From an optimization exercise on the open Yosys and OpenROAD flow, aimed at small area, a short achievable clock period and few clock cycles; shortcuts taken in it are not production practice.
In this exercise RTL edits were held to simulation tests only and were not proved equivalent to the original.
Power is estimated from default activity; no workload was simulated.

run D:
## multichannel_oversample_averager
module multichannel_oversample_averager (
   input  logic        clock,
   input  logic        reset,
   input  logic        req_valid,
   output logic        req_ready,
   input  logic [35:0] req_data,
   output logic        rsp_valid,
   input  logic        rsp_ready,
   output logic [55:0] rsp_data,
   input  logic        csr_valid,
   output logic        csr_ready,
   input  logic [1:0]  csr_index,
   input  logic [15:0] csr_data
);
Size in the first run: roughly 3800 cells after synthesis, ~120 I/O pins.
make LEC_CHECK=0 CAP_MARGIN=20 CORE_MARGIN=2 CORE_UTILIZATION=40 SETUP_SLACK_MARGIN=3 SLEW_MARGIN=20 finish   # period 9.0 ns
run.sh (not shown) runs the stock make flow with config.mk's settings and CLKGATE_MAP_FILE= SYNTH_SCRIPT=/design/flow/synth_recipe.tcl, a recipe that flattens the netlist after the stock synthesis.
Testbench counts of run D, summed over its fixed seeds: cycles 7,965.
The inputs of run C differ from those of run D as listed below.
Settings: SETUP_SLACK_MARGIN no longer set, was 3.
--- outcome ---
Compared with run D, run C shows a lower area growth from synthesis to layout. Detailed route wirelength on metal2 (run C vs. run D) decreases slightly. Against run D, run C comes in 7.0% lower on total power. The flow did not stop early for run C: all stages ran, and the layout cleared the timing, DRC and antenna checks. Part of the power in combinational logic: run D and run C compared, lower one is run C.


## the reference run
Another version of the RTL of multichannel_oversample_averager (not shown whole).
Size in the first run: about 1000 flip-flops, ~120 I/O pins, ~49000 µm² of cells after synthesis.
==> flow/config.mk <==
export PLATFORM = sky130hd
export DESIGN_NAME = multichannel_oversample_averager
export DESIGN_NICKNAME = multichannel_oversample_averager
export VERILOG_FILES = /design/flow/design.v
export SDC_FILE = /design/flow/constraint.sdc
export NUM_CORES = 4
export LEC_CHECK = 0
export CAP_MARGIN = 20
export CORE_MARGIN = 2
export CORE_UTILIZATION = 40
export SETUP_SLACK_MARGIN = 5
export SLEW_MARGIN = 20
==> flow/constraint.sdc <==
create_clock -name core_clock -period 9.0 [get_ports {clock}]
set_input_delay 1.8000 -clock core_clock [delete_from_list [all_inputs] [get_ports {clock}]]
set_output_delay 1.8000 -clock core_clock [all_outputs]
set_load 0.01 [all_outputs]
standard.sh (not shown) runs the stock make flow with config.mk's settings and CLKGATE_MAP_FILE= SYNTH_SCRIPT=/design/flow/synth_recipe.tcl, a recipe that flattens the netlist after the stock synthesis.
==> flow/flow/run.sh <==
#!/bin/bash
set -euo pipefail
cp standard.sh standard_sh.txt
sed -e 's/SETUP_SLACK_MARGIN=[0-9.]*/SETUP_SLACK_MARGIN=5.5/' standard.sh > standard_m.sh
grep -q 'SETUP_SLACK_MARGIN=5.5' standard_m.sh
export BUFFER_PORTS_ARGS="-buffer_cell sky130_fd_sc_hd__buf_4"
bash standard_m.sh > standard.log 2>&1
Testbench counts of the reference run, summed over its fixed seeds: cycles 8,021.
[inputs] the trial run vs the reference run
- an added CTS_CLUSTER_SIZE of 30
- an added CTS_CLUSTER_DIAMETER of 100
==> flow/flow/run.sh <==
#!/bin/bash
# Layout flow: the standard ORFS flow, except that the input and output
# ports are buffered with sky130_fd_sc_hd__buf_4 cells instead of the delay
# buffers that buffer_ports picks by default. Every tool's output goes to
# standard.log in the work folder.
set -euo pipefail
cp standard.sh standard_sh.txt
export BUFFER_PORTS_ARGS="-buffer_cell sky130_fd_sc_hd__buf_4"
bash standard.sh > standard.log 2>&1
## What came out
Looking at non-clock buffer count, the trial run sits about 25% below the reference run. Multi-input combinational cell count came out exactly the same in the trial run and the reference run. Remaining number of nets flagged by the antenna check after routing came out exactly the same in the trial run and the reference run. Side by side, hold slack turned out lower in the trial run than in the reference run.


main:
Another version of the RTL of multichannel_oversample_averager (not shown whole).
Size in the first run: about 3800 cells after synthesis.
Settings: LEC_CHECK=0, CAP_MARGIN=20, CORE_MARGIN=2, CORE_UTILIZATION=40, CTS_CLUSTER_DIAMETER=80, CTS_CLUSTER_SIZE=30, SETUP_SLACK_MARGIN=5, SLEW_MARGIN=20; clock period 9.0 ns.
==> flow/flow/run.sh <==
#!/bin/bash
set -euo pipefail
cp standard.sh standard_sh.txt
sed -e 's/SETUP_SLACK_MARGIN=[0-9.]*/SETUP_SLACK_MARGIN=5.75/' standard.sh > standard_m.sh
grep -q 'SETUP_SLACK_MARGIN=5.75' standard_m.sh
export BUFFER_PORTS_ARGS="-buffer_cell sky130_fd_sc_hd__buf_4"
bash standard_m.sh > standard.log 2>&1
Testbench counts of main, summed over its fixed seeds: cycles 8,021.
## Diff of input files: the feature branch against main
==> flow/flow/run.sh <==
#!/bin/bash
set -euo pipefail
cp standard.sh standard_sh.txt
sed -e 's/SETUP_SLACK_MARGIN=[0-9.]*/SETUP_SLACK_MARGIN=5.5/' standard.sh > standard_m.sh
grep -q 'SETUP_SLACK_MARGIN=5.5' standard_m.sh
export BUFFER_PORTS_ARGS="-buffer_cell sky130_fd_sc_hd__buf_4"
bash standard_m.sh > standard.log 2>&1
Findings:
NOTE power in the clock group main->the feature branch increased by a few percent. The feature branch vs main: final wirelength down in the feature branch. As of the feature branch, routability congestion estimate had fallen slightly compared to main.

## re-timing with driven ports
Ports are ideal in the flow. The routed layouts listed here were re-timed in OpenROAD. Step 1, drivers: a clkbuf_16 drives clock and a buf_2 each remaining input, both assumed. Step 2 adds t to the input delays and takes it off the output delays; t is the mean of the earliest and latest rising clock arrival at the registers after step 1. Input paths then give back, and output paths get back, about the clock's delay inside the block. Slacks: ideal / step 1 / step 2; pairs: ideal / step 1.
run	shift t [ns]	setup slack, ns	worst setup path at the end	clock arrival spread, ns	worst register clock-pin slew, ns
run D	0.736	2.141 / 2.141 / 2.141	register to register	0.052 / 0.052	0.07 / 0.07
run C	0.724	0.933 / 0.933 / 0.933	register to register	0.061 / 0.061	0.07 / 0.07
the reference run	0.783	5.285 / 5.285 / 4.943	input to register	0.066 / 0.066	0.07 / 0.07
the trial run	0.742	5.027 / 5.027 / 4.991	input to register	0.057 / 0.057	0.12 / 0.12
main	0.767	5.237 / 5.237 / 5.169	input to register	0.111 / 0.110	0.12 / 0.12
the feature branch	0.784	5.313 / 5.313 / 4.954	input to register	0.102 / 0.102	0.12 / 0.12
After both steps every run listed still meets setup and hold. For the feature branch, which loses most, drivers alone change the setup slack by 0.000 ns; drivers and shift together by -0.359 ns.
